This design comes from an exercise in tuning for small area on the open sky130 flow, not from production work. The RTL was checked by simulation tests, not by an equivalence proof against the original design. Power figures rest on the tool's default switching activity, not on a simulated workload.

Setup of run 1:
Design mvm_top, start of the top module:
module mvm_top (
    input  logic         CLOCK_50,
    input  logic         reset_n,
    input  logic         in_valid,
    output logic         in_ready,
    input  logic [511:0] w,
    input  logic [63:0]  u,
    output logic         out_valid,
    input  logic         out_ready,
    output logic [63:0]  v,
    output logic [7:0]   sat_flag
);
    mvm_seq_sat u_mvm (
        .CLOCK_50 (CLOCK_50),
        .reset_n  (reset_n),
        .in_valid (in_valid),
        .in_ready (in_ready),
        .w        (w),
        .u        (u),
        .out_valid(out_valid),
        .out_ready(out_ready),
        .v        (v),
        .sat_flag (sat_flag)
    );
endmodule
Size: about 590 flip-flops, ~650 I/O pins, ~19000 sq um of cells after synthesis.
clock: 32.0 ns
lec_check: 0
abc_area: 1
cap_margin: 20
core_area: 4 4 236 236
die_area: 0 0 240 240
slew_margin: 20
standard.sh (not shown) runs the stock make flow with config.mk's settings and CLKGATE_MAP_FILE= SYNTH_SCRIPT=/design/flow/synth_recipe.tcl, a recipe that flattens the netlist after the stock synthesis.
==> flow/flow/run.sh <==
#!/bin/bash
set -euo pipefail
export PRE_GLOBAL_PLACE_TCL="$PWD/flow/downsize.tcl"
export BUFFER_PORTS_ARGS="-buffer_cell sky130_fd_sc_hd__buf_1"
export CTS_ARGS="-sink_clustering_enable -repair_clock_nets -dont_use_dummy_load -buf_list sky130_fd_sc_hd__clkbuf_8 -sink_clustering_size 20 -sink_clustering_max_diameter 100"
bash standard.sh finish > run_standard.log 2>&1
==> flow/flow/downsize.tcl <==
# Before global placement: give every combinational cell the smallest drive
# strength of its own cell family (same function and pins). Synthesis maps
# some gates at larger drives; at this clock period none needs it, and the
# later repair steps still buffer or resize wherever slew or capacitance
# requires it.
set block [ord::get_db_block]
set n 0
set saved 0.0
foreach inst [$block getInsts] {
  set master [$inst getMaster]
  set name [$master getName]
  if {![regexp {^(sky130_fd_sc_hd__[a-z0-9]+)_([0-9]+)$} $name -> base drive]} { continue }
  if {[regexp {df|dl|sdf|edf|tap|fill|decap|diode|conb|clkbuf|clkinv|clkdly} $base]} { continue }
  set area [expr {[$master getWidth] * [$master getHeight]}]
  set best $name
  set best_area $area
  foreach d {0 1 2 3 4 6 8 12 16} {
    set cand "${base}_$d"
    if {$cand eq $name} { continue }
    set m [[ord::get_db] findMaster $cand]
    if {$m eq "NULL" || $m eq ""} { continue }
    set lc [get_lib_cells -quiet */$cand]
    if {[llength $lc] == 0} { continue }
    if {[get_property $lc dont_use]} { continue }
    set a [expr {[$m getWidth] * [$m getHeight]}]
    if {$a < $best_area} { set best $cand; set best_area $a }
  }
  if {$best ne $name} {
    replace_cell [$inst getName] $best
    incr n
    set saved [expr {$saved + ($area - $best_area) / 1e6}]
  }
}
puts "downsize: resized $n cells, saved $saved um^2"
Run 1 | status: complete | timing, DRC, antenna: pass
### run 1 -> run 2
==> flow/flow/run.sh <==
#!/bin/bash
set -euo pipefail
export PRE_GLOBAL_PLACE_TCL="$PWD/flow/downsize.tcl"
export BUFFER_PORTS_ARGS="-buffer_cell sky130_fd_sc_hd__buf_1"
export CTS_ARGS="-sink_clustering_enable -repair_clock_nets -dont_use_dummy_load -buf_list sky130_fd_sc_hd__clkbuf_8 -sink_clustering_size 18 -sink_clustering_max_diameter 100"
bash standard.sh finish > run_standard.log 2>&1
- Going from run 1 to run 2, register-to-register setup slack shrinks by 0.03 ns.
- Post-synthesis to final-layout area growth (lower): run 1
- Leakage component of the power deteriorates in run 2 relative to run 1.
- Slew of the pin with the lowest slew margin was lower in the run labelled run 1.
- Run 2 against run 1: largest voltage drop on the vdd net decreased by about 3% relative to the old numbers, wire length of the first global-routing pass increased by 0.38% relative to the old numbers, worst-skew pair later-pin latency closely matched the old numbers, clock input transition at the sequential cells of the worst setup and hold paths closely matched the old numbers, arrival time at the worst endpoint closely matched the old numbers.
- As far as overall overflow remaining after global route goes, run 2 and run 1 are indistinguishable; the numbers are identical.
The inputs of run 3 differ from those of run 2 as listed below.
- changing CORE_AREA from 4 4 236 236 to 4 4 226 226
- changing DIE_AREA from 0 0 240 240 to 0 0 230 230
==> flow/flow/run.sh <==
#!/bin/bash
set -euo pipefail
export PRE_GLOBAL_PLACE_TCL="$PWD/flow/downsize.tcl"
export BUFFER_PORTS_ARGS="-buffer_cell sky130_fd_sc_hd__buf_1"
export CTS_ARGS="-sink_clustering_enable -repair_clock_nets -dont_use_dummy_load -buf_list sky130_fd_sc_hd__clkbuf_8 -sink_clustering_size 16 -sink_clustering_max_diameter 100"
bash standard.sh finish > run_standard.log 2>&1
### Flow results
Taking run 2 as the reference, in run 3 global-route wire length before repair moved up; share of power burned in the clock network +0.5 points; largest stage delay on the critical path roughly the same; net switching fraction of the power stayed essentially flat.
Of run 3 and run 2, it is run 3 that has the lower height of the die.
Final total power was higher in the run labelled run 3.

---

mvm_top, a different RTL version from the one above (not shown whole).
For scale: roughly 1600 cells after synthesis.
## mvm_top
module mvm_top (
    input  logic         CLOCK_50,
    input  logic         reset_n,
    input  logic         in_valid,
    output logic         in_ready,
    input  logic [511:0] w,
    input  logic [63:0]  u,
    output logic         out_valid,
    input  logic         out_ready,
    output logic [63:0]  v,
    output logic [7:0]   sat_flag
);
    mvm_seq_sat u_mvm (
        .CLOCK_50 (CLOCK_50),
        .reset_n  (reset_n),
        .in_valid (in_valid),
        .in_ready (in_ready),
        .w        (w),
        .u        (u),
        .out_valid(out_valid),
        .out_ready(out_ready),
        .v        (v),
        .sat_flag (sat_flag)
    );
endmodule
==> flow/config.mk <==
export PLATFORM = sky130hd
export DESIGN_NAME = mvm_top
export DESIGN_NICKNAME = mvm_top
export VERILOG_FILES = /design/flow/design.v
export SDC_FILE = /design/flow/constraint.sdc
export NUM_CORES = 4
export LEC_CHECK = 0
export ABC_AREA = 1
export CAP_MARGIN = 20
export CORE_MARGIN = 2
export CORE_UTILIZATION = 40
export SLEW_MARGIN = 20
==> flow/constraint.sdc <==
create_clock -name core_clock -period 32.0 [get_ports {CLOCK_50}]
set_input_delay 6.4000 -clock core_clock [delete_from_list [all_inputs] [get_ports {CLOCK_50}]]
set_output_delay 6.4000 -clock core_clock [all_outputs]
set_load 0.01 [all_outputs]
==> flow/flow/run.sh <==
#!/bin/bash
set -euo pipefail
export BUFFER_PORTS_ARGS="-buffer_cell sky130_fd_sc_hd__buf_1"
export CTS_ARGS="-sink_clustering_enable -repair_clock_nets -dont_use_dummy_load -sink_clustering_size 25 -sink_clustering_max_diameter 100"
bash standard.sh finish > run_standard.log 2>&1
The first run ran to the end with no violations.
Change:
==> flow/flow/run.sh (replaced) <==
#!/bin/bash
set -euo pipefail
export PRE_GLOBAL_PLACE_TCL="$PWD/flow/downsize.tcl"
export BUFFER_PORTS_ARGS="-buffer_cell sky130_fd_sc_hd__buf_1"
export CTS_ARGS="-sink_clustering_enable -repair_clock_nets -dont_use_dummy_load -sink_clustering_size 35 -sink_clustering_max_diameter 100"
bash standard.sh finish > run_standard.log 2>&1
==> flow/flow/downsize.tcl (new file) <==
# Before global placement: give every combinational cell the smallest drive
# strength of its own cell family (same function and pins). Synthesis maps
# some gates at larger drives; at this clock period none needs it, and the
# later repair steps still buffer or resize wherever slew or capacitance
# requires it.
set block [ord::get_db_block]
set n 0
set saved 0.0
foreach inst [$block getInsts] {
  set master [$inst getMaster]
  set name [$master getName]
  if {![regexp {^(sky130_fd_sc_hd__[a-z0-9]+)_([0-9]+)$} $name -> base drive]} { continue }
  if {[regexp {df|dl|sdf|edf|tap|fill|decap|diode|conb|clkbuf|clkinv|clkdly} $base]} { continue }
  set area [expr {[$master getWidth] * [$master getHeight]}]
  set best $name
  set best_area $area
  foreach d {0 1 2 3 4 6 8 12 16} {
    set cand "${base}_$d"
    if {$cand eq $name} { continue }
    set m [[ord::get_db] findMaster $cand]
    if {$m eq "NULL" || $m eq ""} { continue }
    set lc [get_lib_cells -quiet */$cand]
    if {[llength $lc] == 0} { continue }
    if {[get_property $lc dont_use]} { continue }
    set a [expr {[$m getWidth] * [$m getHeight]}]
    if {$a < $best_area} { set best $cand; set best_area $a }
  }
  if {$best ne $name} {
    replace_cell [$inst getName] $best
    incr n
    set saved [expr {$saved + ($area - $best_area) / 1e6}]
  }
}
puts "downsize: resized $n cells, saved $saved um^2"
- CORE_UTILIZATION: 40 -> 65
With this change the flow aborted during I/O pin placement (PPL-0024).
Synthesized area stays the same.
Synthesized cell count stays the same.
Change:
==> flow/flow/run.sh (replaced) <==
#!/bin/bash
set -euo pipefail
export PRE_GLOBAL_PLACE_TCL="$PWD/flow/downsize.tcl"
export BUFFER_PORTS_ARGS="-buffer_cell sky130_fd_sc_hd__buf_1"
export CTS_ARGS="-sink_clustering_enable -repair_clock_nets -dont_use_dummy_load -buf_list sky130_fd_sc_hd__clkbuf_8 -sink_clustering_size 16 -sink_clustering_max_diameter 100"
bash standard.sh finish > run_standard.log 2>&1
- CORE_UTILIZATION: 65 -> 40
Outcome: With this change the flow completed without violations. Synthesized cell count is unchanged. Area after synthesis is unchanged.
Change:
==> flow/flow/run.sh (replaced) <==
#!/bin/bash
set -euo pipefail
export PRE_GLOBAL_PLACE_TCL="$PWD/flow/downsize.tcl"
export BUFFER_PORTS_ARGS="-buffer_cell sky130_fd_sc_hd__buf_1"
export CTS_ARGS="-sink_clustering_enable -repair_clock_nets -dont_use_dummy_load -sink_clustering_size 25 -sink_clustering_max_diameter 100"
bash standard.sh finish > run_standard.log 2>&1
=> Cell area rises slightly; worst setup slack gets worse by 12 ps; die area is unchanged; worst hold slack gets worse by 23 ps; total power rises by a few percent; sequential cell count stays the same; global-route usage falls by 0.38 points; fmax hardly moves.
Change:
- CORE_UTILIZATION: 40 -> 65
=>
- Now the flow ended with an error in I/O pin placement
- synthesized cell count is unchanged
- area after synthesis is unchanged

what the ideal ports hide:
The results above use ideal ports. As a check the final layouts listed here were re-extracted and re-timed, cells and wires unchanged.
Step 1, drivers: a clkbuf_16 drives CLOCK_50 and a buf_2 each remaining input, both assumed.
Step 2 also shifts input and output timing later by t, the mid clock arrival at the registers, as if the neighbouring blocks saw the same clock.
Slacks: ideal / step 1 / step 2; pairs: ideal / step 1.
run	t (ns)	setup slack, ns	worst register clock-pin slew, ns
run 1	0.653	18.275 / 18.244 / 18.244	0.12 / 0.12
run 2	0.643	18.277 / 18.247 / 18.247	0.12 / 0.12
run 3	0.631	18.320 / 18.265 / 18.265	0.10 / 0.10
the first run of note 2	0.631	18.217 / 18.170 / 18.170	0.10 / 0.10
the third run of note 2	0.637	18.282 / 18.238 / 18.238	0.12 / 0.12
the fourth run of note 2	0.620	18.270 / 18.223 / 18.223	0.10 / 0.10
After both steps setup and hold are still met in every run listed. For run 3, which loses most, drivers alone change the setup slack by -0.055 ns; drivers and shift together by -0.055 ns.
